This design comes from an exercise in tuning for small area, a short achievable clock period and few clock cycles on the open sky130 flow, not from production work. RTL that was checked went through simulation tests only; none was proved equivalent to the original. The RTL of run 3 was laid out without a check of its function. Power figures rest on the tool's default switching activity, not on a simulated workload.

`flow/config.mk`:
```
export PLATFORM = sky130hd
export DESIGN_NAME = keyword_source_lexer
export DESIGN_NICKNAME = keyword_source_lexer
export VERILOG_FILES = /design/flow/design.v
export SDC_FILE = /design/flow/constraint.sdc
export NUM_CORES = 4
export LEC_CHECK = 0
export ABC_AREA = 1
export CAP_MARGIN = 20
export CORE_MARGIN = 2
export CORE_UTILIZATION = 48
export CTS_BUF_LIST = sky130_fd_sc_hd__clkbuf_8
export SETUP_SLACK_MARGIN = 5
export SLEW_MARGIN = 20
```
`flow/constraint.sdc`:
```
create_clock -name core_clock -period 8.5 [get_ports {clock}]
set_input_delay 1.7000 -clock core_clock [delete_from_list [all_inputs] [get_ports {clock}]]
set_output_delay 1.7000 -clock core_clock [all_outputs]
set_load 0.01 [all_outputs]
```
`flow/design.v`:
```
`default_nettype none
module ksl_front (
   input  wire logic         clock,
   input  wire logic         reset,
   input  wire logic         req_valid,
   output logic              req_stall,
   input  wire logic [8:0]   req_data,
   input  wire logic         csr_we,
   input  wire logic [16:0]  csr_wdata,
   input  wire logic         room,
   input  wire logic [15:0]  last_index,
   output logic              push,
   output logic [45:0]       push_w
);
   localparam logic [5:0] KIND_IDENT   = 6'd31;
   localparam logic [5:0] KIND_NUMBER  = 6'd32;
   localparam logic [5:0] KIND_STRING  = 6'd33;
   localparam logic [5:0] KIND_END     = 6'd57;
   localparam logic [2:0] LM_IDLE   = 3'd0;
   localparam logic [2:0] LM_IDENT  = 3'd1;
   localparam logic [2:0] LM_NUMBER = 3'd2;
   localparam logic [2:0] LM_STRING = 3'd3;
   localparam logic [2:0] LM_LINE   = 3'd4;
   localparam logic [2:0] LM_BLOCK  = 3'd5;
   localparam logic [2:0] LM_PEND   = 3'd6;
   localparam logic [2:0] PD_SLASH = 3'd0;
   localparam logic [2:0] PD_EQ    = 3'd1;
   localparam logic [2:0] PD_BANG  = 3'd2;
   localparam logic [2:0] PD_LT    = 3'd3;
   localparam logic [2:0] PD_GT    = 3'd4;
   localparam logic [2:0] PD_MINUS = 3'd5;
   function automatic logic [9:0] kw_first(input logic [7:0] ch);
      logic [9:0] r;
      logic        hit;
      r   = '0;
      hit = 1'b0;
      r   = r | ({10{ch == 8'd97}} & 10'd339);
      hit = hit | (ch == 8'd97);
      r   = r | ({10{ch == 8'd99}} & 10'd385);
      hit = hit | (ch == 8'd99);
      r   = r | ({10{ch == 8'd100}} & 10'd293);
      hit = hit | (ch == 8'd100);
      r   = r | ({10{ch == 8'd101}} & 10'd558);
      hit = hit | (ch == 8'd101);
      r   = r | ({10{ch == 8'd102}} & 10'd274);
      hit = hit | (ch == 8'd102);
      r   = r | ({10{ch == 8'd103}} & 10'd69);
      hit = hit | (ch == 8'd103);
      r   = r | ({10{ch == 8'd104}} & 10'd143);
      hit = hit | (ch == 8'd104);
      r   = r | ({10{ch == 8'd105}} & 10'd174);
      hit = hit | (ch == 8'd105);
      r   = r | ({10{ch == 8'd107}} & 10'd581);
      hit = hit | (ch == 8'd107);
      r   = r | ({10{ch == 8'd108}} & 10'd841);
      hit = hit | (ch == 8'd108);
      r   = r | ({10{ch == 8'd109}} & 10'd47);
      hit = hit | (ch == 8'd109);
      r   = r | ({10{ch == 8'd111}} & 10'd422);
      hit = hit | (ch == 8'd111);
      r   = r | ({10{ch == 8'd114}} & 10'd9);
      hit = hit | (ch == 8'd114);
      r   = r | ({10{ch == 8'd117}} & 10'd782);
      hit = hit | (ch == 8'd117);
      r   = r | ({10{ch == 8'd119}} & 10'd360);
      hit = hit | (ch == 8'd119);
      kw_first = hit ? r : 10'd992;
   endfunction
   function automatic logic [4:0] kw_exp(input logic [8:0] kn);
      logic [4:0] r;
      logic        hit;
      r   = '0;
      hit = 1'b0;
      r   = r | ({5{kn == 9'd1}} & 5'd14);
      hit = hit | (kn == 9'd1);
      r   = r | ({5{kn == 9'd2}} & 5'd7);
      hit = hit | (kn == 9'd2);
      r   = r | ({5{kn == 9'd17}} & 5'd4);
      hit = hit | (kn == 9'd17);
      r   = r | ({5{kn == 9'd18}} & 5'd21);
      hit = hit | (kn == 9'd18);
      r   = r | ({5{kn == 9'd19}} & 5'd12);
      hit = hit | (kn == 9'd19);
      r   = r | ({5{kn == 9'd20}} & 5'd5);
      hit = hit | (kn == 9'd20);
      r   = r | ({5{kn == 9'd33}} & 5'd14);
      hit = hit | (kn == 9'd33);
      r   = r | ({5{kn == 9'd34}} & 5'd5);
      hit = hit | (kn == 9'd34);
      r   = r | ({5{kn == 9'd35}} & 5'd18);
      hit = hit | (kn == 9'd35);
      r   = r | ({5{kn == 9'd36}} & 5'd1);
      hit = hit | (kn == 9'd36);
      r   = r | ({5{kn == 9'd37}} & 5'd20);
      hit = hit | (kn == 9'd37);
      r   = r | ({5{kn == 9'd38}} & 5'd15);
      hit = hit | (kn == 9'd38);
      r   = r | ({5{kn == 9'd39}} & 5'd18);
      hit = hit | (kn == 9'd39);
      r   = r | ({5{kn == 9'd40}} & 5'd19);
      hit = hit | (kn == 9'd40);
      r   = r | ({5{kn == 9'd49}} & 5'd12);
      hit = hit | (kn == 9'd49);
      r   = r | ({5{kn == 9'd50}} & 5'd1);
      hit = hit | (kn == 9'd50);
      r   = r | ({5{kn == 9'd51}} & 5'd20);
      hit = hit | (kn == 9'd51);
      r   = r | ({5{kn == 9'd52}} & 5'd9);
      hit = hit | (kn == 9'd52);
      r   = r | ({5{kn == 9'd53}} & 5'd15);
      hit = hit | (kn == 9'd53);
      r   = r | ({5{kn == 9'd54}} & 5'd14);
      hit = hit | (kn == 9'd54);
      r   = r | ({5{kn == 9'd55}} & 5'd19);
      hit = hit | (kn == 9'd55);
      r   = r | ({5{kn == 9'd65}} & 5'd13);
      hit = hit | (kn == 9'd65);
      r   = r | ({5{kn == 9'd66}} & 5'd15);
      hit = hit | (kn == 9'd66);
      r   = r | ({5{kn == 9'd67}} & 5'd13);
      hit = hit | (kn == 9'd67);
      r   = r | ({5{kn == 9'd68}} & 5'd15);
      hit = hit | (kn == 9'd68);
      r   = r | ({5{kn == 9'd69}} & 5'd18);
      hit = hit | (kn == 9'd69);
      r   = r | ({5{kn == 9'd70}} & 5'd16);
      hit = hit | (kn == 9'd70);
      r   = r | ({5{kn == 9'd71}} & 5'd8);
      hit = hit | (kn == 9'd71);
      r   = r | ({5{kn == 9'd72}} & 5'd9);
      hit = hit | (kn == 9'd72);
      r   = r | ({5{kn == 9'd73}} & 5'd19);
      hit = hit | (kn == 9'd73);
      r   = r | ({5{kn == 9'd74}} & 5'd13);
      hit = hit | (kn == 9'd74);
      r   = r | ({5{kn == 9'd97}} & 5'd20);
      hit = hit | (kn == 9'd97);
      r   = r | ({5{kn == 9'd98}} & 5'd5);
      hit = hit | (kn == 9'd98);
      r   = r | ({5{kn == 9'd99}} & 5'd7);
      hit = hit | (kn == 9'd99);
      r   = r | ({5{kn == 9'd100}} & 5'd5);
      hit = hit | (kn == 9'd100);
      r   = r | ({5{kn == 9'd101}} & 5'd18);
      hit = hit | (kn == 9'd101);
      r   = r | ({5{kn == 9'd102}} & 5'd19);
      hit = hit | (kn == 9'd102);
      r   = r | ({5{kn == 9'd103}} & 5'd31);
      hit = hit | (kn == 9'd103);
      r   = r | ({5{kn == 9'd104}} & 5'd13);
      hit = hit | (kn == 9'd104);
      r   = r | ({5{kn == 9'd105}} & 5'd15);
      hit = hit | (kn == 9'd105);
      r   = r | ({5{kn == 9'd106}} & 5'd4);
      hit = hit | (kn == 9'd106);
      r   = r | ({5{kn == 9'd113}} & 5'd20);
      hit = hit | (kn == 9'd113);
      r   = r | ({5{kn == 9'd114}} & 5'd9);
      hit = hit | (kn == 9'd114);
      r   = r | ({5{kn == 9'd115}} & 5'd15);
      hit = hit | (kn == 9'd115);
      r   = r | ({5{kn == 9'd116}} & 5'd14);
      hit = hit | (kn == 9'd116);
      r   = r | ({5{kn == 9'd117}} & 5'd1);
      hit = hit | (kn == 9'd117);
      r   = r | ({5{kn == 9'd118}} & 5'd12);
      hit = hit | (kn == 9'd118);
      r   = r | ({5{kn == 9'd119}} & 5'd19);
      hit = hit | (kn == 9'd119);
      r   = r | ({5{kn == 9'd129}} & 5'd5);
      hit = hit | (kn == 9'd129);
      r   = r | ({5{kn == 9'd130}} & 5'd5);
      hit = hit | (kn == 9'd130);
      r   = r | ({5{kn == 9'd131}} & 5'd31);
      hit = hit | (kn == 9'd131);
      r   = r | ({5{kn == 9'd132}} & 5'd13);
      hit = hit | (kn == 9'd132);
      r   = r | ({5{kn == 9'd133}} & 5'd15);
      hit = hit | (kn == 9'd133);
      r   = r | ({5{kn == 9'd134}} & 5'd4);
      hit = hit | (kn == 9'd134);
      r   = r | ({5{kn == 9'd135}} & 5'd21);
      hit = hit | (kn == 9'd135);
      r   = r | ({5{kn == 9'd136}} & 5'd12);
      hit = hit | (kn == 9'd136);
      r   = r | ({5{kn == 9'd137}} & 5'd5);
      hit = hit | (kn == 9'd137);
      r   = r | ({5{kn == 9'd145}} & 5'd6);
      hit = hit | (kn == 9'd145);
      r   = r | ({5{kn == 9'd146}} & 5'd9);
      hit = hit | (kn == 9'd146);
      r   = r | ({5{kn == 9'd147}} & 5'd14);
      hit = hit | (kn == 9'd147);
      r   = r | ({5{kn == 9'd148}} & 5'd5);
      hit = hit | (kn == 9'd148);
      r   = r | ({5{kn == 9'd177}} & 5'd5);
      hit = hit | (kn == 9'd177);
      r   = r | ({5{kn == 9'd178}} & 5'd18);
      hit = hit | (kn == 9'd178);
      r   = r | ({5{kn == 9'd179}} & 5'd5);
      hit = hit | (kn == 9'd179);
      r   = r | ({5{kn == 9'd193}} & 5'd19);
      hit = hit | (kn == 9'd193);
      r   = r | ({5{kn == 9'd194}} & 5'd5);
      hit = hit | (kn == 9'd194);
      r   = r | ({5{kn == 9'd225}} & 5'd3);
      hit = hit | (kn == 9'd225);
      r   = r | ({5{kn == 9'd226}} & 5'd21);
      hit = hit | (kn == 9'd226);
      r   = r | ({5{kn == 9'd227}} & 5'd18);
      hit = hit | (kn == 9'd227);
      r   = r | ({5{kn == 9'd228}} & 5'd19);
      hit = hit | (kn == 9'd228);
      r   = r | ({5{kn == 9'd229}} & 5'd9);
      hit = hit | (kn == 9'd229);
      r   = r | ({5{kn == 9'd230}} & 5'd22);
      hit = hit | (kn == 9'd230);
      r   = r | ({5{kn == 9'd231}} & 5'd5);
      hit = hit | (kn == 9'd231);
      r   = r | ({5{kn == 9'd241}} & 5'd24);
      hit = hit | (kn == 9'd241);
      r   = r | ({5{kn == 9'd242}} & 5'd5);
      hit = hit | (kn == 9'd242);
      r   = r | ({5{kn == 9'd243}} & 5'd4);
      hit = hit | (kn == 9'd243);
      r   = r | ({5{kn == 9'd244}} & 5'd31);
      hit = hit | (kn == 9'd244);
      r   = r | ({5{kn == 9'd245}} & 5'd16);
      hit = hit | (kn == 9'd245);
      r   = r | ({5{kn == 9'd246}} & 5'd15);
      hit = hit | (kn == 9'd246);
      r   = r | ({5{kn == 9'd247}} & 5'd9);
      hit = hit | (kn == 9'd247);
      r   = r | ({5{kn == 9'd248}} & 5'd14);
      hit = hit | (kn == 9'd248);
      r   = r | ({5{kn == 9'd249}} & 5'd20);
      hit = hit | (kn == 9'd249);
      r   = r | ({5{kn == 9'd257}} & 5'd18);
      hit = hit | (kn == 9'd257);
      r   = r | ({5{kn == 9'd258}} & 5'd16);
      hit = hit | (kn == 9'd258);
      r   = r | ({5{kn == 9'd259}} & 5'd8);
      hit = hit | (kn == 9'd259);
      r   = r | ({5{kn == 9'd260}} & 5'd9);
      hit = hit | (kn == 9'd260);
      r   = r | ({5{kn == 9'd261}} & 5'd19);
      hit = hit | (kn == 9'd261);
      r   = r | ({5{kn == 9'd262}} & 5'd13);
      hit = hit | (kn == 9'd262);
      r   = r | ({5{kn == 9'd273}} & 5'd4);
      hit = hit | (kn == 9'd273);
      r   = r | ({5{kn == 9'd274}} & 5'd15);
      hit = hit | (kn == 9'd274);
      r   = r | ({5{kn == 9'd275}} & 5'd13);
      hit = hit | (kn == 9'd275);
      r   = r | ({5{kn == 9'd276}} & 5'd15);
      hit = hit | (kn == 9'd276);
      r   = r | ({5{kn == 9'd277}} & 5'd18);
      hit = hit | (kn == 9'd277);
      r   = r | ({5{kn == 9'd278}} & 5'd16);
      hit = hit | (kn == 9'd278);
      r   = r | ({5{kn == 9'd279}} & 5'd8);
      hit = hit | (kn == 9'd279);
      r   = r | ({5{kn == 9'd280}} & 5'd9);
      hit = hit | (kn == 9'd280);
      r   = r | ({5{kn == 9'd281}} & 5'd19);
      hit = hit | (kn == 9'd281);
      r   = r | ({5{kn == 9'd282}} & 5'd13);
      hit = hit | (kn == 9'd282);
      r   = r | ({5{kn == 9'd289}} & 5'd18);
      hit = hit | (kn == 9'd289);
      r   = r | ({5{kn == 9'd290}} & 5'd14);
      hit = hit | (kn == 9'd290);
      r   = r | ({5{kn == 9'd291}} & 5'd5);
      hit = hit | (kn == 9'd291);
      r   = r | ({5{kn == 9'd292}} & 5'd12);
      hit = hit | (kn == 9'd292);
      r   = r | ({5{kn == 9'd305}} & 5'd1);
      hit = hit | (kn == 9'd305);
      r   = r | ({5{kn == 9'd306}} & 5'd7);
      hit = hit | (kn == 9'd306);
      r   = r | ({5{kn == 9'd307}} & 5'd5);
      hit = hit | (kn == 9'd307);
      r   = r | ({5{kn == 9'd321}} & 5'd13);
      hit = hit | (kn == 9'd321);
      r   = r | ({5{kn == 9'd322}} & 5'd16);
      hit = hit | (kn == 9'd322);
      r   = r | ({5{kn == 9'd323}} & 5'd15);
      hit = hit | (kn == 9'd323);
      r   = r | ({5{kn == 9'd324}} & 5'd19);
      hit = hit | (kn == 9'd324);
      r   = r | ({5{kn == 9'd325}} & 5'd5);
      hit = hit | (kn == 9'd325);
      r   = r | ({5{kn == 9'd337}} & 5'd16);
      hit = hit | (kn == 9'd337);
      r   = r | ({5{kn == 9'd338}} & 5'd12);
      hit = hit | (kn == 9'd338);
      r   = r | ({5{kn == 9'd339}} & 5'd25);
      hit = hit | (kn == 9'd339);
      r   = r | ({5{kn == 9'd353}} & 5'd16);
      hit = hit | (kn == 9'd353);
      r   = r | ({5{kn == 9'd369}} & 5'd12);
      hit = hit | (kn == 9'd369);
      r   = r | ({5{kn == 9'd370}} & 5'd4);
      hit = hit | (kn == 9'd370);
      r   = r | ({5{kn == 9'd385}} & 5'd6);
      hit = hit | (kn == 9'd385);
      r   = r | ({5{kn == 9'd386}} & 5'd15);
      hit = hit | (kn == 9'd386);
      r   = r | ({5{kn == 9'd387}} & 5'd12);
      hit = hit | (kn == 9'd387);
      r   = r | ({5{kn == 9'd388}} & 5'd4);
      hit = hit | (kn == 9'd388);
      r   = r | ({5{kn == 9'd401}} & 5'd12);
      hit = hit | (kn == 9'd401);
      r   = r | ({5{kn == 9'd402}} & 5'd9);
      hit = hit | (kn == 9'd402);
      r   = r | ({5{kn == 9'd403}} & 5'd13);
      hit = hit | (kn == 9'd403);
      r   = r | ({5{kn == 9'd404}} & 5'd9);
      hit = hit | (kn == 9'd404);
      r   = r | ({5{kn == 9'd405}} & 5'd20);
      hit = hit | (kn == 9'd405);
      r   = r | ({5{kn == 9'd417}} & 5'd13);
      hit = hit | (kn == 9'd417);
      r   = r | ({5{kn == 9'd418}} & 5'd9);
      hit = hit | (kn == 9'd418);
      r   = r | ({5{kn == 9'd419}} & 5'd20);
      hit = hit | (kn == 9'd419);
      r   = r | ({5{kn == 9'd433}} & 5'd12);
      hit = hit | (kn == 9'd433);
      r   = r | ({5{kn == 9'd434}} & 5'd20);
      hit = hit | (kn == 9'd434);
      r   = r | ({5{kn == 9'd435}} & 5'd5);
      hit = hit | (kn == 9'd435);
      r   = r | ({5{kn == 9'd436}} & 5'd18);
      hit = hit | (kn == 9'd436);
      r   = r | ({5{kn == 9'd449}} & 5'd13);
      hit = hit | (kn == 9'd449);
      r   = r | ({5{kn == 9'd450}} & 5'd2);
      hit = hit | (kn == 9'd450);
      r   = r | ({5{kn == 9'd451}} & 5'd4);
      hit = hit | (kn == 9'd451);
      r   = r | ({5{kn == 9'd452}} & 5'd1);
      hit = hit | (kn == 9'd452);
      r   = r | ({5{kn == 9'd465}} & 5'd20);
      hit = hit | (kn == 9'd465);
      r   = r | ({5{kn == 9'd466}} & 5'd8);
      hit = hit | (kn == 9'd466);
      r   = r | ({5{kn == 9'd481}} & 5'd9);
      hit = hit | (kn == 9'd481);
      r   = r | ({5{kn == 9'd482}} & 5'd20);
      hit = hit | (kn == 9'd482);
      r   = r | ({5{kn == 9'd483}} & 5'd9);
      hit = hit | (kn == 9'd483);
      r   = r | ({5{kn == 9'd484}} & 5'd1);
      hit = hit | (kn == 9'd484);
      r   = r | ({5{kn == 9'd485}} & 5'd12);
      hit = hit | (kn == 9'd485);
      kw_exp = hit ? r : 5'd0;
   endfunction
   function automatic logic [9:0] kw_alt(input logic [16:0] knc);
      logic [9:0] r;
      logic        hit;
      r   = '0;
      hit = 1'b0;
      r   = r | ({10{knc == 17'd41328}} & 10'd688);
      hit = hit | (knc == 17'd41328);
      r   = r | ({10{knc == 17'd49519}} & 10'd653);
      hit = hit | (knc == 17'd49519);
      r   = r | ({10{knc == 17'd82540}} & 10'd809);
      hit = hit | (knc == 17'd82540);
      r   = r | ({10{knc == 17'd33129}} & 10'd504);
      hit = hit | (knc == 17'd33129);
      r   = r | ({10{knc == 17'd33135}} & 10'd748);
      hit = hit | (knc == 17'd33135);
      r   = r | ({10{knc == 17'd62060}} & 10'd884);
      hit = hit | (knc == 17'd62060);
      r   = r | ({10{knc == 17'd20845}} & 10'd609);
      hit = hit | (knc == 17'd20845);
      r   = r | ({10{knc == 17'd21097}} & 10'd980);
      hit = hit | (knc == 17'd21097);
      r   = r | ({10{knc == 17'd21108}} & 10'd197);
      hit = hit | (knc == 17'd21108);
      r   = r | ({10{knc == 17'd106849}} & 10'd909);
      hit = hit | (knc == 17'd106849);
      r   = r | ({10{knc == 17'd4449}} & 10'd720);
      hit = hit | (knc == 17'd4449);
      r   = r | ({10{knc == 17'd4722}} & 10'd528);
      hit = hit | (knc == 17'd4722);
      r   = r | ({10{knc == 17'd353}} & 10'd244);
      hit = hit | (knc == 17'd353);
      r   = r | ({10{knc == 17'd357}} & 10'd108);
      hit = hit | (knc == 17'd357);
      r   = r | ({10{knc == 17'd12899}} & 10'd469);
      hit = hit | (knc == 17'd12899);
      r   = r | ({10{knc == 17'd45417}} & 10'd948);
      hit = hit | (knc == 17'd45417);
      kw_alt = hit ? r : 10'd992;
   endfunction
   function automatic logic [5:0] single_kind(input logic [7:0] ch);
      logic [5:0] r;
      r = '0;
      r = r | ({6{ch == 8'h2b}} & 6'd39);    
      r = r | ({6{ch == 8'h2a}} & 6'd42);    
      r = r | ({6{ch == 8'h25}} & 6'd44);    
      r = r | ({6{ch == 8'h28}} & 6'd45);    
      r = r | ({6{ch == 8'h29}} & 6'd46);    
      r = r | ({6{ch == 8'h7b}} & 6'd47);    
      r = r | ({6{ch == 8'h7d}} & 6'd48);    
      r = r | ({6{ch == 8'h2c}} & 6'd49);    
      r = r | ({6{ch == 8'h3b}} & 6'd50);    
      r = r | ({6{ch == 8'h3a}} & 6'd53);    
      r = r | ({6{ch == 8'h5b}} & 6'd54);    
      r = r | ({6{ch == 8'h5d}} & 6'd55);    
      r = r | ({6{ch == 8'h2e}} & 6'd56);    
      single_kind = r;
   endfunction
   localparam int CL_W = 11;
   localparam int CL_WORD  = 10;    
   localparam int CL_ALPHA = 9;     
   localparam int CL_DIGIT = 8;
   localparam int CL_QUOTE = 7;
   localparam int CL_NL    = 6;
   localparam int CL_SLASH = 5;
   localparam int CL_STAR  = 4;
   localparam int CL_EQ    = 3;
   localparam int CL_GT    = 2;
   localparam int CL_PEND  = 1;     
   localparam int CL_OP    = 0;     
   function automatic logic [3:0] class_code(input logic [7:0] ch);
      logic alpha, digit;
      alpha = ((ch >= "a") && (ch <= "z")) || ((ch >= "A") && (ch <= "Z")) || (ch == "_");
      digit = (ch >= "0") && (ch <= "9");
      class_code = 4'b1100;
      if (alpha) class_code = 4'b0000;
      if (digit) class_code = 4'b0001;
      if (ch == "/") class_code = 4'b0100;
      if (ch == "=") class_code = 4'b0101;
      if (ch == ">") class_code = 4'b0110;
      if ((ch == "!") || (ch == "<") || (ch == "-")) class_code = 4'b0111;
      if (single_kind(ch) != 6'd0) class_code = 4'b1000;
      if (ch == "*") class_code = 4'b1001;
      if (ch == "\"") class_code = 4'b1101;
      if (ch == 8'd10) class_code = 4'b1110;
   endfunction
   function automatic logic [CL_W-1:0] classes(input logic [3:0] cc);
      classes = {cc[3:2] == 2'b00, cc[3:2] == 2'b00 && !cc[0], cc[3:2] == 2'b00 && cc[0],
                 cc == 4'b1101, cc == 4'b1110, cc == 4'b0100, cc == 4'b1001,
                 cc == 4'b0101, cc == 4'b0110, cc[3:2] == 2'b01, cc[3:2] == 2'b10};
   endfunction
   function automatic logic [15:0] cap4_of(input logic [16:0] l);
      if (l[16]) begin
         cap4_of = 16'd65531;
      end else if (l[15:0] == 16'd0) begin
         cap4_of = 16'hfffc;
      end else begin
         cap4_of = l[15:0] - 16'd5;
      end
   endfunction
   logic              in_v;
   logic [7:0]        c;
   logic              eot;
   logic [3:0]        cc;
   logic [CL_W-1:0]   cl;
   logic              b_v;
   logic [8:0]        b_data;
   logic [8:0]        src;
   logic              load_a;
   logic [2:0]   mode_ff, mode_in;
   logic [2:0]   pend_ff, pend_in;
   logic         star_ff, star_in;
   logic [15:0]  start_ff, start_in;
   logic [5:0]   len_ff, len_in;
   logic [4:0]   kw_ff, kw_in;
   logic [4:0]   kwe_ff, kwe_in;      
   logic [16:0]  pos_ff, pos_in;
   logic         zero_ff, zero_in;    
   logic [15:0]  cnt;                 
   logic         ovf_ff, ovf_in;      
   logic         near_ff, near_in;    
   logic         far_ff, far_in;      
   logic [15:0]  cap4_ff;             
   logic [15:0]  cap4_w;
   logic [2:0]   c_pend;
   logic [5:0]   c_kind, two_kind, flush_kind, flush_len;
   logic         flush_emits;
   assign c_kind   = single_kind(c);
   assign cl       = classes(cc);
   assign cap4_w   = cap4_of(csr_wdata);
   logic         w_cap0, w_cap1, w_cap2;
   assign w_cap0   = (csr_wdata[16:1] == 16'd0);
   assign w_cap1   = (csr_wdata == 17'd2);
   assign w_cap2   = (csr_wdata == 17'd3);
   assign cnt      = zero_ff ? 16'd0 : last_index + 16'd1;
   logic         kw_hit;
   logic [9:0]   kw_f, kw_a;
   assign kw_hit = (c[4:0] == kwe_ff) && c[6] && (c[5] || (kwe_ff == 5'd31));
   assign kw_f   = kw_first(c);
   assign kw_a   = kw_alt({kw_ff, len_ff[3:0], c});
   always_comb begin
      c_pend = PD_SLASH;
      if (c == "=") c_pend = PD_EQ;
      if (c == "!") c_pend = PD_BANG;
      if (c == "<") c_pend = PD_LT;
      if (c == ">") c_pend = PD_GT;
      if (c == "-") c_pend = PD_MINUS;
   end
   always_comb begin
      two_kind = 6'd0;
      if (cl[CL_EQ]) begin
         if (pend_ff == PD_EQ)   two_kind = 6'd34;
         if (pend_ff == PD_BANG) two_kind = 6'd35;
         if (pend_ff == PD_LT)   two_kind = 6'd36;
         if (pend_ff == PD_GT)   two_kind = 6'd37;
      end else if (cl[CL_GT] && (pend_ff == PD_MINUS)) begin
         two_kind = 6'd41;
      end
   end
   always_comb begin
      flush_emits = 1'b1;
      flush_len   = len_ff;
      flush_kind  = 6'd0;
      if (mode_ff == LM_IDENT) begin
         flush_kind = (kwe_ff != 5'd0) ? KIND_IDENT : {1'b0, kw_ff};
      end else if (mode_ff == LM_NUMBER) begin
         flush_kind = KIND_NUMBER;
      end else if (mode_ff == LM_STRING) begin
         flush_kind = KIND_STRING;
      end else if (mode_ff == LM_PEND) begin
         flush_len = 6'd1;
         if (pend_ff == PD_SLASH) flush_kind = 6'd43;
         if (pend_ff == PD_EQ)    flush_kind = 6'd38;
         if (pend_ff == PD_LT)    flush_kind = 6'd51;
         if (pend_ff == PD_GT)    flush_kind = 6'd52;
         if (pend_ff == PD_MINUS) flush_kind = 6'd40;
         flush_emits = (pend_ff != PD_BANG);
      end else begin
         flush_emits = 1'b0;
      end
   end
   logic         emit, split, step, take;
   logic [5:0]   w_kind, w_len;
   logic [15:0]  w_start;
   logic         w_ovf, w_last, w_end;
   always_comb begin
      logic do_flush, do_start;
      mode_in  = mode_ff;
      pos_in   = pos_ff;
      emit     = 1'b0;
      split    = 1'b0;
      w_end    = 1'b0;
      w_kind   = flush_kind;
      w_start  = ((mode_ff == LM_STRING) && (len_ff == 6'd0)) ? pos_ff[15:0] : start_ff;
      w_len    = flush_len;
      w_ovf    = 1'b0;
      do_flush = 1'b0;
      do_start = 1'b0;
      if (eot) begin
         mode_in = LM_IDLE;
         emit    = 1'b1;
         if (!ovf_ff && flush_emits) begin
            split = 1'b1;
         end else begin
            w_end   = 1'b1;
            w_kind  = KIND_END;
            w_start = pos_ff[15:0];
            w_len   = 6'd0;
            w_ovf   = ovf_ff;
            pos_in  = '0;
         end
      end else if (!ovf_ff && !pos_ff[16]) begin
         pos_in = pos_ff + 17'd1;
         case (mode_ff)
            LM_IDENT: begin
               if (!cl[CL_WORD]) begin
                  do_flush = 1'b1;
                  do_start = 1'b1;
               end
            end
            LM_NUMBER: begin
               if (!cl[CL_DIGIT]) begin
                  do_flush = 1'b1;
                  do_start = 1'b1;
               end
            end
            LM_STRING: begin
               if (cl[CL_QUOTE]) do_flush = 1'b1;
            end
            LM_LINE: begin
               if (cl[CL_NL]) mode_in = LM_IDLE;
            end
            LM_BLOCK: begin
               if (star_ff && cl[CL_SLASH]) mode_in = LM_IDLE;
            end
            LM_PEND: begin
               if ((pend_ff == PD_SLASH) && cl[CL_SLASH]) begin
                  mode_in = LM_LINE;
               end else if ((pend_ff == PD_SLASH) && cl[CL_STAR]) begin
                  mode_in = LM_BLOCK;
               end else if (two_kind != 6'd0) begin
                  mode_in = LM_IDLE;
                  emit    = 1'b1;
                  w_kind  = two_kind;
                  w_len   = 6'd2;
               end else begin
                  do_flush = 1'b1;
                  do_start = 1'b1;
               end
            end
            default: begin
               mode_in  = LM_IDLE;
               do_start = 1'b1;
            end
         endcase
         if (do_flush) begin
            mode_in = LM_IDLE;
            if (flush_emits) begin
               emit = 1'b1;
               if (do_start && !near_ff && cl[CL_OP]) begin
                  split  = 1'b1;
                  pos_in = pos_ff;
               end else if (near_ff) begin
                  do_start = 1'b0;
               end
            end
         end
         if (do_start && !split) begin
            if (cl[CL_ALPHA]) begin
               mode_in  = LM_IDENT;
            end else if (cl[CL_DIGIT]) begin
               mode_in  = LM_NUMBER;
            end else if (cl[CL_QUOTE]) begin
               mode_in  = LM_STRING;
            end else if (cl[CL_PEND]) begin
               mode_in  = LM_PEND;
            end else if (cl[CL_OP]) begin
               emit    = 1'b1;
               w_kind  = c_kind;
               w_start = pos_ff[15:0];
               w_len   = 6'd1;
            end
         end
      end
      w_last = !split;
      step   = in_v && room;
      take   = step && !split;
      push   = in_v && emit && room;
   end
   assign push_w    = {w_kind, cnt, w_start, w_len, w_ovf, w_last};
   logic  tok_cont;
   assign tok_cont = ((mode_ff == LM_IDENT) && cl[CL_WORD]) || ((mode_ff == LM_NUMBER) && cl[CL_DIGIT]) ||
                     ((mode_ff == LM_STRING) && !cl[CL_QUOTE]);
   always_comb begin
      pend_in  = c_pend;
      star_in  = (mode_ff == LM_BLOCK) && cl[CL_STAR];
      start_in = pos_ff[15:0];
      len_in   = cl[CL_QUOTE] ? 6'd0 : 6'd1;
      kw_in    = kw_f[9:5];
      kwe_in   = kw_f[4:0];
      if (tok_cont) begin
         len_in = (len_ff == 6'd63) ? len_ff : len_ff + 6'd1;
      end
      if (tok_cont && !((mode_ff == LM_STRING) && (len_ff == 6'd0))) begin
         start_in = start_ff;
      end
      if (mode_ff == LM_IDENT) begin
         kw_in  = kw_hit ? kw_ff : kw_a[9:5];
         kwe_in = kw_hit ? ((len_ff[5:4] == 2'b00) ? kw_exp({kw_ff, len_ff[3:0]}) : 5'd0) : kw_a[4:0];
      end
      if (pos_ff[16]) begin
         pend_in  = pend_ff;
         start_in = start_ff;
         len_in   = len_ff;
         kw_in    = kw_ff;
         kwe_in   = kwe_ff;
      end
   end
   logic  in_v_in, b_v_in, eot_in, stall_ff;
   assign load_a    = !in_v || take;
   assign src       = b_v ? b_data : req_data;
   assign req_stall = stall_ff;
   always_comb begin
      in_v_in = in_v;
      b_v_in  = b_v;
      eot_in  = eot;
      if (load_a) begin
         in_v_in = b_v || (req_valid && !req_stall);
         b_v_in  = 1'b0;
         eot_in  = src[0];
      end else if (req_valid && !req_stall) begin
         b_v_in  = 1'b1;
      end
   end
   always_ff @(posedge clock) begin
      if (reset) begin
         in_v     <= 1'b0;
         b_v      <= 1'b0;
         stall_ff <= 1'b0;
      end else begin
         in_v     <= in_v_in;
         b_v      <= b_v_in;
         stall_ff <= b_v_in || (in_v_in && eot_in);
      end
      eot <= eot_in;
      if (load_a) begin
         c  <= src[8:1];
         cc <= class_code(src[8:1]);
      end
      if (!req_stall) begin
         b_data <= req_data;
      end
   end
   always_comb begin
      zero_in = zero_ff;
      ovf_in  = ovf_ff;
      near_in = near_ff;
      far_in  = far_ff;
      if (push && w_end) begin
         zero_in = 1'b1;
         ovf_in  = csr_we ? w_cap0 : (cap4_ff == 16'hfffc);
         near_in = csr_we ? w_cap1 : (cap4_ff == 16'hfffd);
         far_in  = csr_we ? w_cap2 : (cap4_ff == 16'hfffe);
      end else if (push) begin
         zero_in = 1'b0;
         ovf_in  = near_ff;
         near_in = far_ff;
         far_in  = zero_ff ? (cap4_ff == 16'hffff) : (last_index == cap4_ff);
      end else if (csr_we && !in_v && !b_v) begin
         ovf_in  = w_cap0;
         near_in = w_cap1;
         far_in  = w_cap2;
      end
   end
   always_ff @(posedge clock) begin
      if (reset) begin
         mode_ff <= LM_IDLE;
         pos_ff  <= '0;
         zero_ff <= 1'b1;
         ovf_ff  <= 1'b0;
         near_ff <= 1'b0;
         far_ff  <= 1'b0;
         cap4_ff <= 16'd1019;
      end else begin
         if (csr_we) cap4_ff <= cap4_w;
         zero_ff <= zero_in;
         ovf_ff  <= ovf_in;
         near_ff <= near_in;
         far_ff  <= far_in;
         if (step) begin
            mode_ff <= mode_in;
            pos_ff  <= pos_in;
         end
      end
   end
   always_ff @(posedge clock) begin
      if (step) begin
         pend_ff  <= pend_in;
         star_ff  <= star_in;
         start_ff <= start_in;
         len_ff   <= len_in;
         kw_ff    <= kw_in;
         kwe_ff   <= kwe_in;
      end
   end
endmodule
`default_nettype wire
`default_nettype none
module ksl_tokq (
   input  wire logic          clock,
   input  wire logic          reset,
   input  wire logic          push,
   input  wire logic [45:0]   push_w,
   output logic              room,
   output logic              rsp_valid,
   input  wire logic          rsp_stall,
   output logic [45:0]       rsp_data
);
   logic         v_ff;
   logic [45:0]  w_ff;
   assign rsp_valid = v_ff;
   assign rsp_data  = w_ff;
   assign room      = !v_ff || !rsp_stall;
   always_ff @(posedge clock) begin
      if (reset) begin
         v_ff <= 1'b0;
      end else if (room) begin
         v_ff <= push;
      end
      if (push) begin
         w_ff[39:24] <= push_w[39:24];
      end
      if (room) begin
         w_ff[45:40] <= push_w[45:40];
         w_ff[23:0]  <= push_w[23:0];
      end
   end
endmodule
`default_nettype wire
`default_nettype none
module keyword_source_lexer #(
   parameter int MAX_TEXT_LEN = 65536
) (
   input  wire logic         clock,
   input  wire logic         reset,
   input  wire logic         req_valid,
   output logic             req_stall,
   input  wire logic [8:0]   req_data,
   output logic             rsp_valid,
   input  wire logic         rsp_stall,
   output logic [45:0]      rsp_data,
   input  wire logic         csr_we,
   input  wire logic [16:0]  csr_wdata
);
   logic         room;
   logic         push;
   logic [45:0]  push_w;
   ksl_front u_front (
      .clock     (clock),
      .reset     (reset),
      .req_valid (req_valid),
      .req_stall (req_stall),
      .req_data  (req_data),
      .csr_we    (csr_we),
      .csr_wdata (csr_wdata),
      .room      (room),
      .last_index(rsp_data[39:24]),
      .push      (push),
      .push_w    (push_w)
   );
   ksl_tokq u_tokq (
      .clock     (clock),
      .reset     (reset),
      .push      (push),
      .push_w    (push_w),
      .room      (room),
      .rsp_valid (rsp_valid),
      .rsp_stall (rsp_stall),
      .rsp_data  (rsp_data)
   );
endmodule
`default_nettype wire
```
`flow/flow/run.sh`:
```
#!/bin/bash
# The standard layout, with the smallest buffer on each port instead of the
# default delay-cell buffer; repair still resizes port buffers where timing needs it
set -euo pipefail
export BUFFER_PORTS_ARGS="-buffer_cell sky130_fd_sc_hd__buf_1"
bash standard.sh finish > standard_finish.log 2>&1
```
`flow/standard.sh`:
```
#!/bin/bash
# synth_recipe.tcl (not shown) runs the flow's synth.tcl, then flattens the netlist and writes it again
# the make line also repeats each setting of config.mk as NAME=value (left out here)
make -C /OpenROAD-flow-scripts/flow DESIGN_CONFIG=/design/flow/config.mk WORK_HOME=/design/flow/orfs CLKGATE_MAP_FILE= SYNTH_SCRIPT=/design/flow/synth_recipe.tcl "${@:-finish}"
```
==> reports/qor.csv, run 1 <==
metric;value;unit
status;timing/DRC/antenna clean;
power.share.clock;0.301;
hold_ws;0.4905;ns
finalSetupViolations;0;
synth_seq_cells;148;
ant_nets;0;
viasPerCell;5.753;
fin_tns_setup;0;ns
antenna_found_initial;0;
port_buffers;78;
drt_iter0_markers;1033;
place_area;0.01158;mm^2
rows;55;
swShare;0.3536;
power.share.combinational;0.222;
dieWidth;155.7;um
p_seq_frac;0.477;
fin_skew;0.01926;ns
start_util;0.4879;
leakagePower;5.219;nW
final_cell_mix;nand2_1, nor2_1, inv_1;
cts_tree;done;
ys_seq_area_frac;0.3615;
grt_pass1_vias;10710;
power.switching;0.6947;mW
cts_buffers;17;
place.detailed.instances;1986;
fin_crit;3.361;ns
clkTransAtPathRegs;0.10;ns
fin_nets;1761;
finish.utilization;0.5318;
max_freq;297.5;MHz
grt_usage;0.2910;
period_share;0.3954;
fill_cells;2308;
syn2layout_area_growth;8.993;%
grt_pass1_wl;55870;um
clock_sinks;148;
tightestPinTransition;0.9722;ns
htreeDepth;4;
final_common_cell;nand2_1;
crit_path_end_kind;register;
setup_slack;5.139;ns
synth_area;0.01105;mm^2
max_stage_delay;0.52;ns
hold_violations;0;
stdcell_count;2019;
grt_max_degree;33;
synth_nets;1691;
n_antenna_cell;0;
routedWlPerCell;17.45;um
grt_overflow_total;0;
vias;11620;
required;8.59;ns
yosys_warnings;2;
drt_first_pass_iters;7;
netlist_instances;1651;
critPathMaxFanout;32;
worst_path_max_delay_cell;a31oi_1;
gp_congestion;1.033;
dieArea;0.02424;mm^2
internal-power;1.270;mW
yosys.cell_types.count;58;
root_buffer;clkbuf_8;
synth_area_per_cell;6.691;um^2
ys.flop_type;edfxtp_1;
power;1.965;mW
path_cells;buf_1 -> nand2_8 -> nand2_1 -> nor2_2 -> inv_1 -> a31oi_1;
synth_edf_count;103;
stdcell_area;0.01204;mm^2
core-area;0.02264;mm^2
postCtsHoldBufs;0;
chipHeight;155.7;um
cap_viol_max_count;0;
pin_count;79;
critPathLaunchType;input pin;
synthArstFlopShare;0;
path_class;input pin to register;
hpwl;27090;um
worstPathArrival;3.45;ns
slew_viol_final;0;
rsz0062_at_grt;yes;
clock_path_buffers;2;
peakVddDrop;0.1431;mV
pre_cts_slack;4.540;ns
slew_headroom;0.3494;
wl;35240;um
drive_above_1_share;0.05767;
power_density;163.2;mW/mm^2
min_path_type;register to register;
clkLatencyLatePin;0.46;ns
post-route-drc-count;0;
## power by group through the flow
stage | Combinational (mW) | Clock, mW | Sequential, mW
final | 0.436 | 0.591 | 0.938
after CTS | 0.429 | 0.602 | 0.938
after floorplan | 0.291 | 0 | 0.949
after global placement | 0.425 | 0 | 0.953
after detailed placement | 0.427 | 0 | 0.954
after global routing | 0.491 | 0.626 | 0.949
## worst paths after layout
path | slack (ns) | to | cells past startpoint | start
worst min-delay path | 0.49 | u_front.start_ff[2] | 0 | u_front.pos_ff[2]
worst min register to register | 0.49 | u_front.start_ff[2] | 0 | u_front.pos_ff[2]
worst max register to register | 5.20 | u_front.kwe_ff[3] | 10 | u_front.kw_ff[4]
worst max-delay path | 5.14 | u_front.len_ff[5] | 6 | rsp_stall
## final cells by class
class / count / area (um^2) / share of cell area
Multi-Input combinational cell: 1251 / 6080 / 0.5049
Sequential cell: 148 / 3994 / 0.3317
Inverter: 218 / 832.0 / 0.06911
Timing Repair Buffer: 85 / 357.8 / 0.02972
Tap cell: 285 / 356.6 / 0.02962
Clock buffer: 17 / 234.0 / 0.01943
Clock inverter: 15 / 186.4 / 0.01548
## state kept, by name, summed over array words and instances (netlist names), 3 cells and up
signal            count
u_tokq.w_ff          46
u_front.pos_ff       17
u_front.cap4_ff      16
u_front.start_ff     16
u_front.b_data        9
u_front.c             8
u_front.len_ff        6
u_front.kw_ff         5
u_front.kwe_ff        5
u_front.cc            4
u_front.mode_ff       3
u_front.pend_ff       3
## cell families after synthesis
logic type,share of synthesized area
compound gates,0.1451
buf+inv,0.09129
simple gates,0.3704
flops,0.3615
xor+xnor,0.02061
mux,0.0009061
fa+ha+maj,0.01019
## per-layer routing
| layer | GRT usage | share of wire |
|---|---|---|
| met4 | 0.1079 | 0.033 |
| met1 | 0.4035 | 0.45 |
| met3 | 0.05778 | 0.074 |
| met2 | 0.4513 | 0.44 |
| met5 | 0 | 0 |
## worst max-delay path, delay by kind of cell
family	cells	cell delay (ns)
and+or+nand+nor	3	0.89
buffers and inverters	2	0.31
AOI/OAI and AO/OA	1	0.52
## cell usage after synthesis (all sizes together) (2+ instances only)
| library cell | number | share of area |
|---|---|---|
| a22oi | 5 | 0.0034 |
| nor2 | 281 | 0.10 |
| o211ai | 9 | 0.0066 |
| nand4 | 41 | 0.023 |
| o311ai | 2 | 0.0016 |
| dfxtp | 45 | 0.082 |
| o2111ai | 5 | 0.0040 |
| xor2 | 20 | 0.016 |
| a211oi | 5 | 0.0034 |
| buf | 18 | 0.011 |
| nand3b | 4 | 0.0027 |
| a31oi | 9 | 0.0051 |
| xnor2 | 6 | 0.0048 |
| and2 | 3 | 0.0017 |
| nor3 | 53 | 0.025 |
| ha | 9 | 0.010 |
| or2 | 16 | 0.0091 |
| a21oi | 124 | 0.056 |
| o21bai | 3 | 0.0024 |
| o21ai | 106 | 0.049 |
| clkbuf | 16 | 0.0054 |
| nor3b | 10 | 0.0068 |
| nand2 | 373 | 0.13 |
| a2111oi | 2 | 0.0016 |
| edfxtp | 103 | 0.28 |
| o22ai | 7 | 0.0040 |
| inv | 217 | 0.074 |
| nand3 | 117 | 0.054 |
| nor4 | 28 | 0.016 |
| o21a | 4 | 0.0027 |
## repair_timing
item	in CTS	in global routing
endpoints found under the hold margin	0	0
setup buffers	0	1
endpoints found under the setup margin	0	57
resized for setup	0	5
Testbench counts, summed over its fixed seeds: cycles 148,692.
==> run 2, diff against run 1 <==
--- a/flow/config.mk
+++ b/flow/config.mk
@@ -9,5 +9,5 @@
 export CAP_MARGIN = 20
 export CORE_MARGIN = 2
-export CORE_UTILIZATION = 48
+export CORE_UTILIZATION = 40
 export CTS_BUF_LIST = sky130_fd_sc_hd__clkbuf_8
 export SETUP_SLACK_MARGIN = 5
==> reports/qor.csv, run 2 <==
metric;value;unit;change
multi_input_area;0.006088;mm^2;+0.14%
status;timing/DRC/antenna clean;;
pin_count;79;;unchanged
cts_buffers;17;;unchanged
period_share;0.3861;;-0.009291
routedWlPerCell;17.36;um;-0.55%
viasPerCell;5.588;;-2.9%
yosys_warnings;2;;unchanged
finalSetupViolations;0;;unchanged
grt_busiest_layer;met2;;
core-area;0.02703;mm^2;+19%
synth.most_common_cell;nand2_1;;
ys_top_cells_by_area;edfxtp_1, nand2_1, nor2_1, dfxtp_1, inv_1;;
top_register;u_tokq.w_ff;;
worstPathArrival;3.64;ns;+0.19 ns
finish.utilization;0.4484;;-0.08338
clkTransAtPathRegs;0.09;ns;about the same
fin_nets;1761;;unchanged
dieWidth;170.2;um;+9.3%
largest_reg_flops;46;;unchanged
setup_slack;5.218;ns;+0.07897 ns
required;8.86;ns;+0.27 ns
critPathLaunchType;input pin;;
port_buffers;78;;unchanged
wl;36030;um;+2.3%
grt_usage;0.2513;;-0.03971
cap_viol_max_count;0;;unchanged
clock_sinks;148;;unchanged
synth_top_area_cell;edfxtp_1;;
r2r_cells;16;;+6
synth_area;0.01105;mm^2;unchanged
final_common_cell;nand2_1;;
grt_overflow_total;0;;unchanged
min_path_type;register to register;;
tightestPinTransition;0.8874;ns;-0.08485 ns
crit_path_end_kind;register;;
critPathMostFrequentCell;nor2_1;;
synth_top_area_share;0.2800;;unchanged
hold_violations;0;;unchanged
worst_r2r_endpoint;u_front.kw_ff[0];;
synth_seq_cells;148;;unchanged
ys.flop_type;edfxtp_1;;
peakVddDrop;0.1090;mV;-24%
dieArea;0.02896;mm^2;+19%
pre_cts_slack;4.513;ns;-0.02704 ns
chipHeight;170.2;um;+9.3%
critPathBufInv;2;;unchanged
place_area;0.01165;mm^2;+0.60%
drive_above_1_share;0.05594;;-0.001730
grt_pass1_vias;10900;;+1.7%
antenna_found_initial;1;;+1
slew_headroom;0.4062;;+0.05678
grt_max_degree;33;;unchanged
synth_nets;1691;;unchanged
hpwl;27400;um;+1.1%
worstHoldStart;u_front.pos_ff[3];;
grt_use_met1;0.3588;;-0.04476
path_cells;buf_1 -> nor2_1 -> inv_1 -> nor4_1 -> nand3_1 -> nand2_1 -> nor2_1 -> a221oi_1;;
start_util;0.4088;;-0.07917
use_met2;0.3835;;-0.06780
synthArstFlopShare;0;;unchanged
vias;11600;;-0.13%
clock_path_buffers;2;;unchanged
path_depth;8;;+2
leakagePower;5.229;nW;+0.19%
place.detailed.instances;2042;;+2.8%
post-route-drc-count;0;;unchanged
rsz0062_at_grt;no;;
stdcell_count;2076;;+2.8%
worst_path_max_delay_cell;nor4_1;;
clkLatencyLatePin;0.45;ns;about the same
root_buffer;clkbuf_8;;
max_stage_delay;0.59;ns;+0.07 ns
synth_edf_count;103;;unchanged
gp_congestion;0.9918;;-4.0%
r2r_slack;5.34;ns;+0.14 ns
seq_area;0.003994;mm^2;unchanged
power_density;163.0;mW/mm^2;-0.11%
synth_area_per_cell;6.691;um^2;unchanged
htreeDepth;4;;unchanged
r2r_start;u_front.len_ff[0];;
ant_nets;0;;unchanged
critPathMaxFanout;5;;-84%
drt_first_pass_iters;6;;-1
path_class;input pin to register;;
fin_tns_setup;0;ns;unchanged
max_freq;304.7;MHz;+2.4%
slew_viol_final;0;;unchanged
met3_usage;0.04372;;-0.01406
top_regs;u_tokq.w_ff x46, u_front.pos_ff x17;;
hold_ws;0.4620;ns;-0.02849 ns
final_cell_mix;nand2_1, nor2_1, inv_1;;
drt_iter0_markers;1118;;+8.2%
hold_end;u_front.start_ff[3];;
fin_crit;3.282;ns;-0.07897 ns
crit_family;simple AND/OR/NAND/NOR gates;;
min_path_cells;0;;unchanged
rows;60;;+9.1%
netlist_instances;1651;;unchanged
cts_tree;done;;
synth_commonest_cells;nand2_1, nor2_1, inv_1;;
syn2layout_area_growth;9.706;%;
fin_skew;0.01726;ns;-0.002004 ns
ys_seq_area_frac;0.3615;;unchanged
fill_cells;2858;;+24%
yosys.cell_types.count;58;;unchanged
power;1.975;mW;+0.54%
grt_pass1_wl;57360;um;+2.7%
stdcell_area;0.01212;mm^2;+0.65%
-- run 2: cell counts after synthesis --
Identical to the previous run, type by type.
-- run 2: metal layers --
layer | wire [um] | part of all wire | up-vias
met1 | 16540 | 0.46 | 5308
met2 | 15590 | 0.43 | 525
met3 | 2879 | 0.080 | 83
met4 | 1001 | 0.028 | 2
met5 | 13 | 0.00036 | -
li1 | - | - | 5682
-- run 2: how the worst max path moves through the flow --
stage	to	slack [ns]	start
2_1_floorplan	u_front.len_ff[0]	5.14	rsp_stall
3_3_place_gp	u_front.start_ff[4]	4.55	rsp_stall
3_5_place_dp	u_front.len_ff[0]	4.51	rsp_stall
4_1_cts	u_front.len_ff[4]	5.02	rsp_stall
5_1_grt	u_front.pos_ff[3]	5.06	rsp_stall
6_report	u_front.cap4_ff[14]	5.22	csr_wdata[8]
-- run 2: cell families (layout without fill, tap and decap cells) --
logic type                 count (synthesis)  after routing  share of synthesized area
AOI/OAI and AO/OA                        288            288                     0.1451
xor gates and xnor gates                  26             26                    0.02061
adders and majority gates                  9              9                    0.01019
buffers and inverters                    252            335                    0.09129
DFF                                      148            148                     0.3615
muxes                                      1              1                  0.0009061
other                                      0              1                          0
and+or+nand+nor                          927            927                     0.3704
-- run 2: layout make-up --
cell class,instances,share of cell area
multi-input cells,1251,0.5024
flip-flops and latches,148,0.3295
diodes,1,0.0002065
clock inverters,14,0.01528
clock buffers,18,0.02044
well taps,341,0.03521
inverters,218,0.06845
repair buffers,85,0.02849
-- run 2: worst reg2reg max path, cell delays in order, from the launching register on --
cell,delay (ns)
edfxtp_1,0.46
inv_1,0.15
ha_1,0.18
nand2_1,0.25
nor2_2,0.46
inv_1,0.22
nor2_1,0.34
nand2_1,0.09
nand2_1,0.10
inv_1,0.05
nand4_1,0.07
or2_1,0.10
nand2_1,0.07
nor2_1,0.13
nand3_1,0.10
nand2_1,0.09
inv_1,0.04
-- run 2: power breakdown --
group | internal [mW] | total, mW | switching [mW] | leakage, nW
Sequential | 0.872 | 0.930 | 0.0578 | 1.41
Combinational | 0.121 | 0.441 | 0.319 | 3.60
Clock | 0.326 | 0.605 | 0.279 | 0.219
-- run 2: what timing repair did --
| action | CTS | global route |
|---|---|---|
| hold buffers | 0 | 0 |
| resized for setup | 0 | 5 |
| setup buffers | 0 | 1 |
| setup endpoints to repair | 0 | 33 |
==> run 3, diff against run 2 <==
--- a/flow/design.v
+++ b/flow/design.v
@@ -734,7 +734,9 @@
    end
    always_ff @(posedge clock) begin
+      if (step || reset) begin
+         mode_ff <= mode_in & {3{!reset}};
+         pos_ff  <= pos_in & {17{!reset}};
+      end
       if (reset) begin
-         mode_ff <= LM_IDLE;
-         pos_ff  <= '0;
          zero_ff <= 1'b1;
          ovf_ff  <= 1'b0;
@@ -748,8 +750,4 @@
          near_ff <= near_in;
          far_ff  <= far_in;
-         if (step) begin
-            mode_ff <= mode_in;
-            pos_ff  <= pos_in;
-         end
       end
    end
==> reports/qor.csv, run 3 <==
metric;value;unit;change
fill_cells;2904;;+1.6%
leakagePower;5.292;nW;+1.2%
top_regs;u_tokq.w_ff x46, u_front.pos_ff x17;;
ys.flop_type;edfxtp_1;;
synth_nets;1683;;-0.47%
drive_above_1_share;0.06032;;+0.004385
dieWidth;172.1;um;+1.1%
tightestPinTransition;0.9859;ns;+0.09851 ns
antenna_found_initial;0;;-1
drt_first_pass_iters;6;;unchanged
netlist_instances;1643;;-0.48%
grt_pass1_vias;10560;;-3.1%
yosys_warnings;2;;unchanged
grt_pass1_wl;59240;um;+3.3%
synth_seq_cells;148;;unchanged
largest_reg_flops;46;;unchanged
setup_slack;5.090;ns;-0.1280 ns
grt_usage;0.2576;;+0.006287
worstHoldStart;u_front.pos_ff[15];;
vias;11900;;+2.6%
seq_area;0.004194;mm^2;+5.0%
grt_use_met1;0.3853;;+0.02659
clock_sinks;148;;unchanged
grt_busiest_layer;met1;;
pre_cts_slack;4.435;ns;-0.07800 ns
pin_count;79;;unchanged
synth.most_common_cell;nand2_1;;
slew_headroom;0.3403;;-0.06592
status;timing/DRC/antenna clean;;
power_density;186.1;mW/mm^2;+14%
cts_buffers;17;;unchanged
synth_area;0.01131;mm^2;+2.4%
synth_top_area_cell;edfxtp_1;;
path_class;input pin to register;;
fin_skew;0.01618;ns;-0.001079 ns
viasPerCell;5.661;;+1.3%
top_register;u_tokq.w_ff;;
fin_tns_setup;0;ns;unchanged
stdcell_count;2102;;+1.3%
chipHeight;172.1;um;+1.1%
ys_seq_area_frac;0.3709;;+0.009384
synth_commonest_cells;nand2_1, nor2_1, inv_1;;
hold_violations;0;;unchanged
finalSetupViolations;0;;unchanged
start_util;0.4070;;-0.001751
routedWlPerCell;18.11;um;+4.4%
syn2layout_area_growth;10.46;%;
fin_crit;3.410;ns;+0.1280 ns
multi_input_area;0.006215;mm^2;+2.1%
rows;61;;+1.7%
synth_edf_count;123;;+19%
drt_iter0_markers;1272;;+14%
required;8.59;ns;-0.27 ns
htreeDepth;4;;unchanged
dieArea;0.02963;mm^2;+2.3%
ant_nets;0;;unchanged
slew_viol_final;0;;unchanged
grt_overflow_total;0;;unchanged
final_common_cell;nand2_1;;
wl;38080;um;+5.7%
yosys.cell_types.count;56;;-3.4%
period_share;0.4012;;+0.01506
synthArstFlopShare;0;;unchanged
use_met2;0.3735;;-0.01003
critPathLaunchType;input pin;;
cts_tree;done;;
synth_area_per_cell;6.882;um^2;+2.9%
cp-startpoint;reset;;
worstPathArrival;3.50;ns;-0.14 ns
place.detailed.instances;2068;;+1.3%
crit_path_end_kind;register;;
grt_max_degree;33;;unchanged
critPathMaxFanout;20;;+15
post-route-drc-count;0;;unchanged
fin_nets;1751;;-0.57%
hold_ws;0.5118;ns;+0.04972 ns
min_path_type;register to register;;
final_cell_mix;nand2_1, nor2_1, inv_1;;
peakVddDrop;0.09873;mV;-9.5%
r2r_start;u_front.len_ff[0];;
core-area;0.02778;mm^2;+2.8%
n_antenna_cell;0;;-1
gp_congestion;1.080;;+8.9%
clock_path_buffers;2;;unchanged
met3_usage;0.05470;;+0.01098
clkTransAtPathRegs;0.09;ns;about the same
port_buffers;78;;unchanged
hpwl;28790;um;+5.1%
synth_top_area_share;0.3267;;+0.04667
max_freq;293.3;MHz;-3.8%
cap_viol_max_count;0;;unchanged
root_buffer;clkbuf_8;;
ys_top_cells_by_area;edfxtp_1, nand2_1, nor2_1, inv_1, nand3_1;;
rsz0062_at_grt;no;;
clkLatencyLatePin;0.46;ns;about the same
==> run 3: cell types whose count changed after synthesis, moves of 7 or more <==
cell and change:
xor2_1 -9, xnor2_1 +8, dfxtp_1 -20, nand4_1 +12, mux2i_1 +7, nand2_1 -15, o22ai_1 +18, a21oi_1 -44
edfxtp_1 +20, nor4_1 -12, nor3_1 +8, clkbuf_1 +11
==> run 3: repair_timing <==
action                                  4_1_cts  5_1_grt
endpoints found under the hold margin         0        0
buffers inserted                              0        1
resized for setup                             5        7
gates cloned                                  0        1
hold buffers                                  0        0
endpoints found under the setup margin       47       54
==> run 3: path summary, 6_finish.rpt <==
check	endpoint	depth (start not counted)	slack, ns
worst max-delay path	u_front.pos_ff[12]	3	5.09
worst min-delay path	u_front.start_ff[15]	0	0.51
worst max register to register	u_front.kwe_ff[0]	14	5.27
worst min register to register	u_front.start_ff[15]	0	0.51
==> run 3: power by group <==
part,switching (mW),internal (mW),leakage [nW],total (mW)
clock,0.294,0.340,0.217,0.634
sequential,0.0915,0.941,1.45,1.03
combinational,0.471,0.187,3.63,0.658
total,0.856,1.47,5.29,2.32
==> run 3: logic make-up (layout without fill, tap and decap cells) <==
| group | count (synthesis) | in the layout | share of synthesized area |
|---|---|---|---|
| buffers and inverters | 250 | 331 | 0.08454 |
| muxes | 8 | 8 | 0.007082 |
| DFF | 148 | 148 | 0.3709 |
| and+or+nand+nor | 917 | 917 | 0.3615 |
| AOI/OAI and AO/OA | 286 | 286 | 0.1466 |
| xor gates and xnor gates | 25 | 25 | 0.01936 |
| adders and majority gates | 9 | 9 | 0.009959 |
==> run 3: worst max-delay path, cell delays in order <==
cell and delay, ns:
buf_1 0.69, clkinvlp_4 0.55, nand2_2 0.55
==> run 3: layer usage <==
metal  share of wire  vias up
li1                -     5751
met1            0.46     5442
met2            0.42      629
met3           0.092       78
met4           0.025        0
met5               0        -
==> run 3: per-stage QoR <==
step / power, mW / utilization / area, um^2
finish: 2.324 / 0.4496 / 12490
global route: 2.464 / 0.4496 / 12490
CTS: 2.327 / 0.4478 / 12440
detailed placement: 1.691 / 0.4309 / 11970
global placement: 1.686 / 0.4309 / 11970
floorplan: 1.480 / - / 11330
==> run 3: final cells by class <==
cell class,count,area share
Clock buffer,19,0.02094
Clock inverter,13,0.01573
Inverter,217,0.06642
Multi-Input combinational cell,1245,0.4976
Sequential cell,148,0.3358
Tap cell,378,0.03787
Timing Repair Buffer,81,0.02525
Timing Repair inverter,1,0.0004007
==> run 4, diff against run 3 <==
--- a/flow/design.v
+++ b/flow/design.v
@@ -734,9 +734,7 @@
    end
    always_ff @(posedge clock) begin
-      if (step || reset) begin
-         mode_ff <= mode_in & {3{!reset}};
-         pos_ff  <= pos_in & {17{!reset}};
-      end
       if (reset) begin
+         mode_ff <= LM_IDLE;
+         pos_ff  <= '0;
          zero_ff <= 1'b1;
          ovf_ff  <= 1'b0;
@@ -750,4 +748,8 @@
          near_ff <= near_in;
          far_ff  <= far_in;
+         if (step) begin
+            mode_ff <= mode_in;
+            pos_ff  <= pos_in;
+         end
       end
    end
==> flow/flow/run.sh (replaced) <==
#!/bin/bash
# The standard layout, with the smallest buffer on each port instead of the
# default delay-cell buffer, and timing repair aiming 5.25 ns below the clock period
set -euo pipefail
export BUFFER_PORTS_ARGS="-buffer_cell sky130_fd_sc_hd__buf_1"
export SETUP_SLACK_MARGIN=5.25
bash standard.sh finish > standard_finish.log 2>&1
--- a/flow/config.mk
+++ b/flow/config.mk
@@ -11,4 +11,3 @@
 export CORE_UTILIZATION = 40
 export CTS_BUF_LIST = sky130_fd_sc_hd__clkbuf_8
-export SETUP_SLACK_MARGIN = 5
 export SLEW_MARGIN = 20
==> reports/qor.csv, run 4 <==
metric;value;unit;change
synth_top_area_cell;edfxtp_1;;
rsz0062_at_grt;yes;;
m1WireLength;17100;um;-3.3%
critPathLaunchType;input pin;;
required;8.85;ns;+0.26 ns
syn2layout_area_growth;9.809;%;
worstPathArrival;3.55;ns;+0.05 ns
clock_sinks;148;;unchanged
wl_met2;15720;um;-1.4%
yosys.cell_types.count;58;;+3.6%
path_class;input pin to register;;
power.share.combinational;0.230;;-0.053
path_depth;10;;+7
critPathMaxFanout;32;;+60%
fin_crit;3.201;ns;-0.2091 ns
synth_top_area_share;0.2800;;-0.04667
grt_usage;0.2539;;-0.003707
fill_cells;2911;;+0.24%
fin_tns_setup;0;ns;unchanged
ys_top_cells_by_area;edfxtp_1, nand2_1, nor2_1, dfxtp_1, inv_1;;
finish.utilization;0.4488;;-0.0007160
slew_viol_final;0;;unchanged
synth_area_per_cell;6.691;um^2;-2.8%
power.switching;0.6690;mW;-22%
path_cells;buf_1 -> nand2_8 -> nand2_1 -> nor2_1 -> nand2_1 -> clkinvlp_4 -> nand2_1 -> nand3_1 -> nor2_1 -> nor2_1;;
cts_buffers;17;;unchanged
tightestPinTransition;0.9785;ns;-0.007427 ns
largest_reg_flops;46;;unchanged
internal-power;1.268;mW;-14%
hold_violations;0;;unchanged
gp_congestion;1.014;;-6.0%
yosys_warnings;2;;unchanged
fin_nets;1762;;+0.63%
synth_commonest_cells;nand2_1, nor2_1, inv_1;;
dieArea;0.02896;mm^2;-2.2%
min_path_type;register to register;;
vias;11580;;-2.7%
period_share;0.3766;;-0.02460
grt_max_degree;33;;unchanged
worst_path_max_delay_cell;clkinvlp_4;;
top_register;u_tokq.w_ff;;
antenna_found_initial;0;;unchanged
min_path_cells;0;;unchanged
clkLatencyLatePin;0.46;ns;about the same
max_stage_delay;0.44;ns;-0.25 ns
dieWidth;170.2;um;-1.1%
synth_area;0.01105;mm^2;-2.3%
p_seq_frac;0.481;;+0.037
place.detailed.instances;2042;;-1.3%
stdcell_count;2076;;-1.2%
peakVddDrop;0.08047;mV;-18%
swShare;0.3454;;-0.02296
post-route-drc-count;0;;unchanged
synth_edf_count;103;;-16%
finalSetupViolations;0;;unchanged
crit_path_end_kind;register;;
ant_nets;0;;unchanged
max_freq;312.4;MHz;+6.5%
synth.most_common_cell;nand2_1;;
final_common_cell;nand2_1;;
chipHeight;170.2;um;-1.1%
status;timing/DRC/antenna clean;;
netlist_instances;1651;;+0.49%
top_layer_used;met4;;
pin_count;79;;unchanged
synth_seq_cells;148;;unchanged
cts_tree;done;;
hpwl;28100;um;-2.4%
rows;60;;-1.6%
cap_viol_max_count;0;;unchanged
clock_path_buffers;2;;unchanged
postCtsHoldBufs;0;;unchanged
critPathBufInv;2;;unchanged
drt_first_pass_iters;6;;unchanged
ys.flop_type;edfxtp_1;;
grt_pass1_wl;57530;um;-2.9%
slew_headroom;0.3453;;+0.004970
port_buffers;78;;unchanged
root_buffer;clkbuf_8;;
drive_above_1_share;0.05994;;-0.0003825
clkTransAtPathRegs;0.09;ns;about the same
fin_skew;0.01814;ns;+0.001959 ns
final_cell_mix;nand2_1, nor2_1, inv_1;;
met3_length;2721;um;-22%
routedWlPerCell;17.57;um;-3.0%
top_regs;u_tokq.w_ff x46, u_front.pos_ff x17;;
wl;36470;um;-4.2%
start_util;0.4088;;+0.001751
viasPerCell;5.576;;-1.5%
synthArstFlopShare;0;;unchanged
drt_iter0_markers;1228;;-3.5%
leakagePower;5.218;nW;-1.4%
grt_overflow_total;0;;unchanged
power_density;159.7;mW/mm^2;-14%
htreeDepth;4;;unchanged
grt_pass1_vias;10840;;+2.7%
crit_family;simple AND/OR/NAND/NOR gates;;
power.share.clock;0.289;;+0.016
ys_seq_area_frac;0.3615;;-0.009384
core-area;0.02703;mm^2;-2.7%
n_antenna_cell;0;;unchanged
r2r_cells;15;;+1
synth_nets;1691;;+0.48%
[run 4: cell type report]
| type | count | area (um^2) | area share |
|---|---|---|---|
| Clock buffer | 18 | 247.7 | 0.02042 |
| Clock inverter | 14 | 151.4 | 0.01248 |
| Inverter | 218 | 832.0 | 0.06859 |
| Multi-Input combinational cell | 1251 | 6112 | 0.5039 |
| Sequential cell | 148 | 3994 | 0.3292 |
| Tap cell | 341 | 426.7 | 0.03517 |
| Timing Repair Buffer | 86 | 366.6 | 0.03022 |
[run 4: what timing repair did]
| item | 4_1_cts | 5_1_grt |
|---|---|---|
| setup endpoints to repair | 35 | 55 |
| pin swaps | 0 | 0 |
| endpoints found under the hold margin | 0 | 0 |
| gates resized for setup | 3 | 8 |
| setup buffers | 1 | 1 |
[run 4: kinds of logic after synthesis]
| logic type | after synthesis | share of synthesized area |
|---|---|---|
| simple gates | 927 | 0.3704 |
| compound gates | 288 | 0.1451 |
| buf+inv | 252 | 0.09129 |
| flops | 148 | 0.3615 |
| xor+xnor | 26 | 0.02061 |
| fa+ha+maj | 9 | 0.01019 |
| mux | 1 | 0.0009061 |
[run 4: worst paths after layout]
kind,from,end,slack (ns)
max reg2reg,u_front.len_ff[2],u_front.kw_ff[0],5.46
min reg2reg,u_front.pos_ff[3],u_front.start_ff[3],0.47
min,u_front.pos_ff[3],u_front.start_ff[3],0.47
max,rsp_stall,u_front.far_ff,5.30
[run 4: layer usage]
metal,GRT usage,up-vias
met1,0.3626,5339
met5,0,-
li1,-,5698
met3,0.04767,58
met4,0.08287,0
met2,0.3864,481
[run 4: through the flow]
step / power (mW) / hold slack, ns / worst slack (ns) / instance area (um^2)
2_1_floorplan: 1.242 / 0.4064 / 5.198 / 11080
3_3_place_gp: 1.379 / 0.4442 / 4.591 / 11660
3_5_place_dp: 1.384 / 0.4571 / 4.507 / 11660
4_1_cts: 1.945 / 0.4801 / 5.261 / 12080
5_1_grt: 2.042 / 0.4873 / 5.118 / 12130
6_report: 1.937 / 0.4737 / 5.299 / 12130
[run 4: power groups by stage]
stage	logic (mW)	clock network, mW	registers [mW]
after global placement	0.432	0	0.947
after floorplan	0.292	0	0.949
final	0.446	0.560	0.931
after CTS	0.440	0.574	0.931
after detailed placement	0.436	0	0.948
after global routing	0.500	0.600	0.942
Testbench counts of run 4, summed over its fixed seeds: cycles 148,692.

-- port drivers added, routing unchanged --
No port has a modelled driver above. Below, the same layouts with a new extraction and two added sets of constraints.
Step 1 sets driving cells, clkbuf_16 on the clock port and buf_2 on the other inputs (assumed; they add their load-dependent delay and slew).
Step 2 also shifts input and output timing later by t, the mid clock arrival at the registers, as if the neighbouring blocks saw the same clock.
a / b / c = ideal / step 1 / step 2; a / b = the first two.
run | t, ns | setup slack, ns | worst setup path after step 2 | clock arrival spread, ns
run 1 | 0.493 | 5.139 / 5.160 / 4.666 | input to register | 0.019 / 0.019
run 2 | 0.483 | 5.218 / 5.238 / 4.755 | input to register | 0.018 / 0.018
run 3 | 0.493 | 5.090 / 5.096 / 4.603 | input to register | 0.016 / 0.016
run 4 | 0.494 | 5.299 / 5.316 / 4.821 | input to register | 0.019 / 0.019
After both steps every run listed still meets setup and hold. The setup slack of run 3, which loses most, moves by +0.006 ns with the drivers and by -0.487 ns with both steps.
